Background: an optimization exercise with open tools, aiming at small area, a short achievable clock period and few clock cycles. Do not read the settings as production practice. In this exercise RTL edits were held to simulation tests only and were not proved equivalent to the original. Power figures rest on the tool's default switching activity, not on a simulated workload.

===== flow/run.sh =====
#!/bin/bash
# synth_recipe.tcl (not shown) runs the flow's synth.tcl, then flattens the netlist and writes it again
# the make line also repeats each setting of config.mk as NAME=value (left out here)
make -C /OpenROAD-flow-scripts/flow DESIGN_CONFIG=/design/flow/config.mk WORK_HOME=/design/flow/orfs CLKGATE_MAP_FILE= SYNTH_SCRIPT=/design/flow/synth_recipe.tcl finish

===== flow/config.mk =====
export PLATFORM = sky130hd
export DESIGN_NAME = rvCore
export DESIGN_NICKNAME = rvCore
export VERILOG_FILES = /design/flow/design.v
export SDC_FILE = /design/flow/constraint.sdc
export NUM_CORES = 4
export LEC_CHECK = 0
export CAP_MARGIN = 20
export CORE_MARGIN = 2
export CORE_UTILIZATION = 40
export SLEW_MARGIN = 20

===== flow/constraint.sdc =====
create_clock -name core_clock -period 7.0 [get_ports {CLK}]
set_input_delay 1.4000 -clock core_clock [delete_from_list [all_inputs] [get_ports {CLK}]]
set_output_delay 1.4000 -clock core_clock [all_outputs]
set_load 0.01 [all_outputs]

===== flow/design.v =====
`timescale 1ns/1ps
package rvCorePkg;
    localparam int xLen = 32;
    typedef logic [4:0] regIdx_t;
    localparam logic [6:0] opR     = 7'h33;
    localparam logic [6:0] opImm   = 7'h13;
    localparam logic [6:0] opLoad  = 7'h03;
    localparam logic [6:0] opStore = 7'h23;
    localparam logic [31:0] nopWord = 32'h0000_0013;  
    typedef enum logic [3:0] {
        aluAdd, aluSub, aluAnd, aluOr, aluXor,
        aluSll, aluSrl, aluSra, aluSlt, aluSltu
    } aluOp_e;
    typedef union packed {
        struct packed {
            logic [6:0] funct7;
            regIdx_t    rs2;
            regIdx_t    rs1;
            logic [2:0] funct3;
            regIdx_t    rd;
            logic [6:0] opcode;
        } rFmt;
        struct packed {
            logic [11:0] imm12;
            regIdx_t     rs1;
            logic [2:0]  funct3;
            regIdx_t     rd;
            logic [6:0]  opcode;
        } iFmt;
        struct packed {
            logic [6:0] immHi;
            regIdx_t    rs2;
            regIdx_t    rs1;
            logic [2:0] funct3;
            logic [4:0] immLo;
            logic [6:0] opcode;
        } sFmt;
    } instrWord_u;
    typedef enum logic [1:0] {fromRegFile, fromMem, fromWb} fwdSel_e;
    typedef struct packed {
        logic            regWe;      
        regIdx_t         rd;
        logic            isLoad;
        logic            isStore;
        logic [xLen-1:0] aluResult;  
        logic [xLen-1:0] storeData;
    } exMemReg_t;
    typedef struct packed {
        logic            regWe;
        regIdx_t         rd;
        logic            isLoad;
        logic [xLen-1:0] aluResult;
        logic [xLen-1:0] loadData;
    } memWbReg_t;
    typedef struct packed {
        logic            we;
        logic [9:0]      addr;   
        logic [xLen-1:0] wdata;
    } ramReq_t;
endpackage
`timescale 1ns/1ps
module aluUnit (
    input  logic [rvCorePkg::xLen-1:0] a,
    input  logic [rvCorePkg::xLen-1:0] b,
    input  rvCorePkg::aluOp_e          op,
    output logic [rvCorePkg::xLen-1:0] y
);
    logic [4:0] shamt;
    logic       ltSigned;
    logic       ltUnsigned;
    assign shamt      = b[4:0];
    assign ltSigned   = $signed(a) < $signed(b);
    assign ltUnsigned = a < b;
    always_comb begin
        case (op)
            rvCorePkg::aluAdd:  y = a + b;
            rvCorePkg::aluSub:  y = a - b;
            rvCorePkg::aluAnd:  y = a & b;
            rvCorePkg::aluOr:   y = a | b;
            rvCorePkg::aluXor:  y = a ^ b;
            rvCorePkg::aluSll:  y = a << shamt;
            rvCorePkg::aluSrl:  y = a >> shamt;
            rvCorePkg::aluSra:  y = $signed(a) >>> shamt;  
            rvCorePkg::aluSlt:  y = {{(rvCorePkg::xLen-1){1'b0}}, ltSigned};
            rvCorePkg::aluSltu: y = {{(rvCorePkg::xLen-1){1'b0}}, ltUnsigned};
            default: y = '0;
        endcase
    end
endmodule
`timescale 1ns/1ps
module regFile (
    input  logic            CLK,
    input  rvCorePkg::regIdx_t         rs1,
    input  rvCorePkg::regIdx_t         rs2,
    output logic [rvCorePkg::xLen-1:0] rs1Data,
    output logic [rvCorePkg::xLen-1:0] rs2Data,
    input  logic            we,
    input  rvCorePkg::regIdx_t         rd,
    input  logic [rvCorePkg::xLen-1:0] wdata
);
    logic [rvCorePkg::xLen-1:0] regs [32];
    assign rs1Data = (rs1 == '0) ? '0 : regs[rs1];
    assign rs2Data = (rs2 == '0) ? '0 : regs[rs2];
    always_ff @(posedge CLK) begin
        if (we && rd != '0) begin
            regs[rd] <= wdata;
        end
    end
endmodule
`timescale 1ns/1ps
module hazardUnit (
    input  rvCorePkg::instrWord_u idInstr,
    input  rvCorePkg::instrWord_u exInstr,
    input  rvCorePkg::exMemReg_t  exMem,
    input  rvCorePkg::memWbReg_t  memWb,
    output logic       stall,
    output logic [1:0]            fwdA,
    output logic [1:0]            fwdB
);
    logic idUsesRs1;
    logic idUsesRs2;
    logic exIsLoad;
    function automatic logic [1:0] pickSrc(input rvCorePkg::regIdx_t rs,
                                           input rvCorePkg::exMemReg_t em,
                                           input rvCorePkg::memWbReg_t mw);
        if (rs == '0) pickSrc = rvCorePkg::fromRegFile;
        else if (em.regWe && !em.isLoad && em.rd == rs) pickSrc = rvCorePkg::fromMem;
        else if (mw.regWe && mw.rd == rs) pickSrc = rvCorePkg::fromWb;
        else pickSrc = rvCorePkg::fromRegFile;
    endfunction
    always_comb begin
        fwdA = pickSrc(exInstr.rFmt.rs1, exMem, memWb);
        fwdB = pickSrc(exInstr.rFmt.rs2, exMem, memWb);
    end
    assign exIsLoad  = exInstr.iFmt.opcode == rvCorePkg::opLoad;
    assign idUsesRs2 = idInstr.rFmt.opcode == rvCorePkg::opR || idInstr.rFmt.opcode == rvCorePkg::opStore;
    assign idUsesRs1 = idUsesRs2 || idInstr.iFmt.opcode == rvCorePkg::opImm
                       || idInstr.iFmt.opcode == rvCorePkg::opLoad;
    assign stall = exIsLoad && exInstr.iFmt.rd != '0
                   && ((idUsesRs1 && idInstr.rFmt.rs1 == exInstr.iFmt.rd)
                       || (idUsesRs2 && idInstr.rFmt.rs2 == exInstr.iFmt.rd));
endmodule
`timescale 1ns/1ps
module fetchDecode #(
    parameter int addrBits = 10
) (
    input  logic                CLK,
    input  logic                rstN,
    input  logic [rvCorePkg::xLen-1:0]     instr,
    input  logic                stall,
    output logic [addrBits-1:0] instrAddr,
    output rvCorePkg::instrWord_u          idInstr
);
    logic [addrBits-1:0] pc;  
    assign instrAddr = pc;
    always_ff @(posedge CLK) begin
        if (!rstN) begin
            pc <= '0;
        end else if (!stall) begin
            pc <= pc + 1'b1;
        end
    end
    always_ff @(posedge CLK) begin
        if (!rstN) begin
            idInstr <= rvCorePkg::nopWord;
        end else if (!stall) begin
            idInstr <= instr;
        end
    end
endmodule
`timescale 1ns/1ps
module executeStage (
    input  logic            CLK,
    input  logic            rstN,
    input  rvCorePkg::instrWord_u      idInstr,
    input  logic            stall,
    input  logic [1:0]                 fwdA,
    input  logic [1:0]                 fwdB,
    input  logic [rvCorePkg::xLen-1:0] wbData,
    input  logic [rvCorePkg::xLen-1:0] rs1Data,
    input  logic [rvCorePkg::xLen-1:0] rs2Data,
    output rvCorePkg::instrWord_u      exInstr,
    output rvCorePkg::exMemReg_t       exMem
);
    logic            isR;
    logic            isImm;
    logic            isLoad;
    logic            isStore;
    rvCorePkg::aluOp_e          aluOp;
    logic [rvCorePkg::xLen-1:0] immI;
    logic [rvCorePkg::xLen-1:0] immS;
    logic [rvCorePkg::xLen-1:0] opA;
    logic [rvCorePkg::xLen-1:0] opB;
    logic [rvCorePkg::xLen-1:0] aluY;
    rvCorePkg::exMemReg_t       exNext;
    function automatic logic [rvCorePkg::xLen-1:0] pickOperand(
            input logic [1:0] sel, input logic [rvCorePkg::xLen-1:0] rfData,
            input logic [rvCorePkg::xLen-1:0] memData, input logic [rvCorePkg::xLen-1:0] wbVal);
        case (sel)
            rvCorePkg::fromMem: pickOperand = memData;
            rvCorePkg::fromWb:  pickOperand = wbVal;
            default:            pickOperand = rfData;
        endcase
    endfunction
    always_ff @(posedge CLK) begin
        if (!rstN || stall) begin
            exInstr <= rvCorePkg::nopWord;  
        end else begin
            exInstr <= idInstr;
        end
    end
    assign isR     = exInstr.rFmt.opcode == rvCorePkg::opR;
    assign isImm   = exInstr.iFmt.opcode == rvCorePkg::opImm;
    assign isLoad  = exInstr.iFmt.opcode == rvCorePkg::opLoad;
    assign isStore = exInstr.sFmt.opcode == rvCorePkg::opStore;
    always_comb begin
        aluOp = rvCorePkg::aluAdd;  
        if (isR || isImm) begin
            case (exInstr.rFmt.funct3)
                3'h0: aluOp = (isR && exInstr.rFmt.funct7[5]) ? rvCorePkg::aluSub : rvCorePkg::aluAdd;
                3'h1: aluOp = rvCorePkg::aluSll;
                3'h2: aluOp = rvCorePkg::aluSlt;
                3'h3: aluOp = rvCorePkg::aluSltu;
                3'h4: aluOp = rvCorePkg::aluXor;
                3'h5: aluOp = exInstr.rFmt.funct7[5] ? rvCorePkg::aluSra : rvCorePkg::aluSrl;  
                3'h6: aluOp = rvCorePkg::aluOr;
                default: aluOp = rvCorePkg::aluAnd;
            endcase
        end
    end
    assign immI = {{(rvCorePkg::xLen-12){exInstr.iFmt.imm12[11]}}, exInstr.iFmt.imm12};
    assign immS = {{(rvCorePkg::xLen-12){exInstr.sFmt.immHi[6]}}, exInstr.sFmt.immHi, exInstr.sFmt.immLo};
    assign opA = pickOperand(fwdA, rs1Data, exMem.aluResult, wbData);
    assign opB = isR ? pickOperand(fwdB, rs2Data, exMem.aluResult, wbData)
                     : (isStore ? immS : immI);
    aluUnit alu (
        .a  (opA),
        .b  (opB),
        .op (aluOp),
        .y  (aluY)
    );
    always_comb begin
        exNext.regWe     = (isR || isImm || isLoad) && exInstr.rFmt.rd != '0;
        exNext.rd        = exInstr.rFmt.rd;
        exNext.isLoad    = isLoad;
        exNext.isStore   = isStore;
        exNext.aluResult = aluY;
        exNext.storeData = pickOperand(fwdB, rs2Data, exMem.aluResult, wbData);
    end
    always_ff @(posedge CLK) begin
        if (!rstN) begin
            exMem <= '0;
        end else begin
            exMem <= exNext;
        end
    end
endmodule
`timescale 1ns/1ps
module memWriteback #(
    parameter int addrBits = 10
) (
    input  logic            CLK,
    input  logic            rstN,
    input  rvCorePkg::exMemReg_t       exMem,
    input  logic [rvCorePkg::xLen-1:0] ramRdata,
    output rvCorePkg::ramReq_t         ramReq,
    output logic [rvCorePkg::xLen-1:0] gpio,
    output rvCorePkg::memWbReg_t       memWb,
    output logic [rvCorePkg::xLen-1:0] wbData
);
    logic gpioHit;
    assign gpioHit = exMem.aluResult[addrBits-1:0] == '0;
    always_comb begin
        ramReq.we                  = exMem.isStore && !gpioHit;
        ramReq.addr                = '0;
        ramReq.addr[addrBits-1:0]  = exMem.aluResult[addrBits-1:0];
        ramReq.wdata               = exMem.storeData;
    end
    always_ff @(posedge CLK) begin
        if (!rstN) begin
            gpio <= '0;
        end else if (exMem.isStore && gpioHit) begin
            gpio <= exMem.storeData;
        end
    end
    always_ff @(posedge CLK) begin
        if (!rstN) begin
            memWb <= '0;
        end else begin
            memWb.regWe     <= exMem.regWe;
            memWb.rd        <= exMem.rd;
            memWb.isLoad    <= exMem.isLoad;
            memWb.aluResult <= exMem.aluResult;
            memWb.loadData  <= ramRdata;  
        end
    end
    assign wbData = memWb.isLoad ? memWb.loadData : memWb.aluResult;
endmodule
`timescale 1ns/1ps
module rvCore #(
    parameter int addrBits = 10
) (
    input  logic                CLK,
    input  logic                rstN,
    input  logic [rvCorePkg::xLen-1:0]     instr,
    output logic [addrBits-1:0] instrAddr,
    output logic                ramWe,
    output logic [9:0]          ramAddr,    
    output logic [rvCorePkg::xLen-1:0]     ramWdata,
    input  logic [rvCorePkg::xLen-1:0]     ramRdata,
    output logic [rvCorePkg::xLen-1:0]     gpio
);
    rvCorePkg::instrWord_u      idInstr;
    rvCorePkg::instrWord_u      exInstr;
    rvCorePkg::exMemReg_t       exMem;
    rvCorePkg::memWbReg_t       memWb;
    logic            stall;
    logic [1:0]                 fwdA;
    logic [1:0]                 fwdB;
    logic [rvCorePkg::xLen-1:0] rs1Data;
    logic [rvCorePkg::xLen-1:0] rs2Data;
    logic [rvCorePkg::xLen-1:0] wbData;
    rvCorePkg::ramReq_t         ramReq;
    assign ramWe    = ramReq.we;
    assign ramAddr  = ramReq.addr;
    assign ramWdata = ramReq.wdata;
    fetchDecode #(.addrBits(addrBits)) fetch (
        .CLK(CLK), .rstN(rstN), .instr(instr), .stall(stall),
        .instrAddr(instrAddr), .idInstr(idInstr)
    );
    hazardUnit hazard (
        .idInstr(idInstr), .exInstr(exInstr), .exMem(exMem), .memWb(memWb),
        .stall(stall), .fwdA(fwdA), .fwdB(fwdB)
    );
    regFile regs (
        .CLK(CLK), .rs1(exInstr.rFmt.rs1), .rs2(exInstr.rFmt.rs2),
        .rs1Data(rs1Data), .rs2Data(rs2Data),
        .we(memWb.regWe), .rd(memWb.rd), .wdata(wbData)
    );
    executeStage execute (
        .CLK(CLK), .rstN(rstN), .idInstr(idInstr), .stall(stall),
        .fwdA(fwdA), .fwdB(fwdB), .wbData(wbData),
        .rs1Data(rs1Data), .rs2Data(rs2Data),
        .exInstr(exInstr), .exMem(exMem)
    );
    memWriteback #(.addrBits(addrBits)) memWb0 (
        .CLK(CLK), .rstN(rstN), .exMem(exMem), .ramRdata(ramRdata),
        .ramReq(ramReq), .gpio(gpio), .memWb(memWb), .wbData(wbData)
    );
endmodule

==> run notes <==
-- flip-flops by register name (all words and copies together) (netlist names) --
| signal | flops |
|---|---|
| regs.regs | 1024 |
| execute.exMem | 72 |
| memWb0.memWb | 71 |
| execute.exInstr | 32 |
| fetch.idInstr | 32 |
| memWb0.gpio | 32 |
| fetch.pc | 10 |
-- power by group --
| part | internal [uW] | switching (uW) |
|---|---|---|
| Sequential | 8330 | 159 |
| Clock | 4160 | 3250 |
| Combinational | 1070 | 1850 |
| Total | 13600 | 5260 |
-- layout make-up --
cell class / instances / area [sq um]
clock buffer: 175 / 3760
multi-input combinational: 2854 / 27900
sequential: 1273 / 35800
timing repair buffer: 486 / 4280
fill: 14300 / 86800
antenna: 2 / 5.00
inverter: 110 / 415
clock inverter: 80 / 806
tap: 2175 / 2720
-- worst max path at each step --
stage | start | endpoint | slack [ns] | cells past startpoint
after floorplan | execute.exInstr[20]$_SDFF_PP0_ | execute.exMem[61]$_SDFF_PN0_ | 0.37 | 24
after global placement | execute.exInstr[20]$_SDFF_PP0_ | execute.exMem[47]$_SDFF_PN0_ | 0.36 | 19
after detailed placement | execute.exInstr[20]$_SDFF_PP0_ | execute.exMem[47]$_SDFF_PN0_ | 0.37 | 19
after CTS | execute.exInstr[20]$_SDFF_PP0_ | execute.exMem[47]$_SDFF_PN0_ | 0.35 | 19
after global routing | execute.exInstr[20]$_SDFF_PP0_ | execute.exMem[59]$_SDFF_PN0_ | 0.06 | 18
final | execute.exInstr[20]$_SDFF_PP0_ | execute.exMem[47]$_SDFF_PN0_ | 0.19 | 19
-- stage by stage --
stage | std cells | utilization (%) | hold WS [ns] | setup slack (ns)
after floorplan | 4629 | - | 0.410 | 0.371
after global placement | 6898 | 43.7 | 0.425 | 0.357
after detailed placement | 6898 | 43.7 | 0.433 | 0.374
after CTS | 7153 | 46.6 | 0.447 | 0.346
after global routing | 7153 | 46.6 | 0.465 | 0.0625
final | 7155 | 46.6 | 0.440 | 0.194
-- cells by family after synthesis --
kind of cell	after synthesis	synth area share (%)
flops	1273	54.7
compound gates	892	9.74
mux	888	23.0
simple gates	888	6.54
buf+inv	502	3.38
fa+ha+maj	100	1.94
xor+xnor	54	0.724
other cells	1	0.00574
-- cell usage in the layout, fill, tap and decap left out, types with 31 or more instances in the layout --
cell | synthesis | final
nand2_1 | 260 | 260
buf_4 | 49 | 316
mux2i_1 | 351 | 350
a211oi_1 | 37 | 37
clkbuf_16 | 0 | 142
and3_1 | 52 | 51
xnor2_1 | 39 | 39
a22oi_1 | 158 | 158
nor2_4 | 0 | 35
o221ai_1 | 33 | 33
nor2_1 | 240 | 205
and2_1 | 96 | 94
a31oi_1 | 36 | 35
ha_1 | 98 | 98
mux2_2 | 53 | 53
conb_1 | 1 | 32
a21oi_1 | 159 | 159
edfxtp_1 | 1024 | 1024
mux4_2 | 482 | 482
clkinv_1 | 1 | 31
o21ai_0 | 109 | 107
inv_1 | 106 | 105
dfxtp_1 | 249 | 239
a22o_1 | 33 | 33
nor3_1 | 43 | 41
nand3_1 | 57 | 57
clkdlybuf4s50_1 | 0 | 149
-- worst max-delay path: cells and delay by family, from the launching register on --
| kind | cells | cell delay [ns] |
|---|---|---|
| buf+inv | 3 | 0.73 |
| mux | 4 | 1.99 |
| xor+xnor | 1 | 0.14 |
| fa+ha+maj | 1 | 0.42 |
| compound gates | 6 | 1.69 |
| simple gates | 4 | 1.17 |
| flops | 1 | 0.39 |
-- layer usage --
layer | share of wire [%] | vias up | wire, um
met4 | 5.6 | 12 | 14800
met5 | 0.037 | - | 97
li1 | - | 18900 | -
met2 | 46 | 2982 | 120000
met1 | 39 | 24400 | 102000
met3 | 9.8 | 650 | 25700
==> qor.log <==
[hold_path] kind of path behind the tightest hold check reg -> reg
[timing] Max Freq 0.147 GHz
[layout] share of final-layout standard cells stronger than drive strength 1 23.6%
[route] Routed WL per cell 36.7 um
[floorplan] initial standard-cell utilization of the core 40.2%
[global_routing] Top Usage Layer GRT met2
[power] power density over cell area 249 mW/mm^2
[global_routing] met2 track demand over resource in global routing 48.4%
[power] maximum vdd drop 0.000211 V
[place] number of port buffers 150
[timing] Setup Viol. Count Final 0
[outcome] run status complete, no violations
[critical_path] kind of start point of the critical path register
[timing] Max-Slew Margin vs Limit 22.4%
[route] DRC marker count from the first detailed-route iteration 6506
[route] residual DRC count 0
[synthesis] flip-flop and latch count after synthesis 1273
[clocking] number of buffers inserted during clock tree synthesis 139
[place] routability congestion estimate 1.01
[clocking] cts repair resizes 0
[clocking] Clock transition at path regs 0.07 ns
[route] detailed-route via count 46900
[global_routing] met3 track utilization from global routing 6.52%
[global_routing] maximum number of pins on one net before global-route repair 83
[global_routing] global-route track usage on met1 41.1%
[floorplan] area of the die 0.167 sq mm
[synthesis] Post-Syn Instances 4598
[floorplan] horizontal die dimension 408 um
[route] Avg Vias per Cell 6.55
[critical_path] endpoint of the lowest-slack register-to-register path execute.exMem[47]$_SDFF_PN0_
[synthesis] number of distinct library cells after synthesis 88
[layout] area growth from synthesis to layout 15.8%
[synthesis] most used standard cells in the synthesized netlist edfxtp_1 (1024), mux4_2 (482), mux2i_1 (351)
[critical_path] arrival time at the worst endpoint 7.46 ns
[route] final WL 263000 um
[floorplan] placeable core region 0.162 sq mm
[critical_path] largest driver fanout on the critical path 45
[clocking] TritonCTS Sinks 1273
[global_routing] global router's overall resource usage 31.0%
[global_routing] antenna violations before repair 18
[clocking] CTS tree yes
[timing] slew of the pin with the lowest slew margin 1.16 ns
[synthesis] post-synth top area share 47.1%
[clocking] CTS Root Buffer Type clkbuf_16
[global_routing] overall overflow remaining after global route 0
[synthesis] sequential fraction of the synthesis area 54.7%
[critical_path] cell depth of the worst flop-to-flop path 19
[timing] Final Cycle Share 97.2%
[synthesis] most frequent cell after synthesis edfxtp_1
[critical_path] setup slack on the worst flop-to-flop path 0.19 ns
[layout] final standard cell area without fillers 0.0756 sq mm
[flow_run] max-capacitance violation count 0
[timing] time the worst path needs with I/O delays and setup 6.81 ns
[clocking] source-to-sink clock delay at the later pin of the worst-skew pair 0.83 ns
[hold_path] Hold EP execute.exInstr[1]$_SDFF_PP1_
[critical_path] maximum cell stage delay along the critical path 0.71 ns
[synthesis] dominant cells by area after synthesis edfxtp_1 (47%), mux4_2 (17%), dfxtp_1 (7.6%), mux2i_1 (5.4%), ha_1 (1.9%)
[place] post-DP HPWL 175000 um
[critical_path] capturing element type of the critical path register
[hold_path] cell count of the worst hold path 1
[power] total power of the final layout 18800 uW
[floorplan] Die Ht 408 um
[timing] final hold vios 0
[global_routing] via count of the first global-routing pass 45100
[synthesis] mean instance size in the synthesized netlist 14.2 sq um
[clocking] maximum clock insertion buffer count 3
[critical_path] type of the worst setup path reg -> reg
[floorplan] number of top-level design ports 151
[critical_path] slowest stage cell, crit path a211oi_1
[critical_path] reg-to-reg critical path startpoint execute.exInstr[20]$_SDFF_PP0_
[critical_path] cell breakdown of the critical path buf_12 > mux4_2 > mux4_2 > mux2i_1 > o21ai_0 > a22o_1 > mux2i_1 > ha_1 > or3_1 > or4_1 > nand2b_1 > o2111ai_1 > xnor2_1 > nor2_1 > buf_4 > a211oi_1 > buf_4 > o221a_2 > a21oi_1
[layout] Final #Nets 5030
[clocking] count of buffers added by post-CTS timing repair for setup 0
[timing] worst-case clock skew 0.0469 ns
[global_routing] wire length of the first global-routing pass 363000 um
[timing] setup TNS after final layout 0 ns
[synthesis] main flop type after synthesis edfxtp_1
[hold_path] worst hold start fetch.idInstr[1]$_SDFFE_PN1N_
[synthesis] synthesized area 0.0653 sq mm
[clocking] total of hold buffers inserted after clock tree synthesis 0
[place] DP Area 0.0710 sq mm
[clocking] total number of H-tree levels 4
[synthesis] number of flops mapped to enable cells by yosys 1024
[synthesis] async set-or-reset flop fraction in the synthesized netlist 0%
[timing] unrepaired setup endpoints after global routing false
[route] number of detailed-routing iterations run before antenna repair 6
[timing] number of max-slew violations in the final report 0
[route] number of antenna-violating nets in the routed design 0
[floorplan] number of cell rows 148
[power] reported leakage power 0.0254 uW
[critical_path] required time of the critical path 7.65 ns
[synthesis] biggest area consumer among synthesized cells edfxtp_1
[synthesis] yosys synthesis warning count 6
Testbench counts, summed over its fixed seeds: cycles 20,124.

separate check: timing with driven ports:
How much do the figures lean on ideal ports? The routed layout below was timed once more, with nothing changed but the port constraints.
Step 1 assumes that a clkbuf_16 drives the clock port and a buf_2 every other input.
Step 2, shift: input delay + t, output delay - t, t = (earliest + latest rising clock arrival at the registers) / 2. This alone moves slack from input paths to output paths.
Slacks: no drivers / after step 1 / after step 2; pairs: no drivers / after step 1.
t (ns): 0.891
setup WS [ns]: 0.194 / 0.194 / 0.194
hold slack, ns: 0.440 / 0.440 / 0.440
worst setup path at the end: register to register
worst register clock-pin slew, ns: 0.07 / 0.07
After both steps this run still meets setup and hold. The setup slack of this run moves by 0.000 ns with the drivers and by 0.000 ns with both steps.
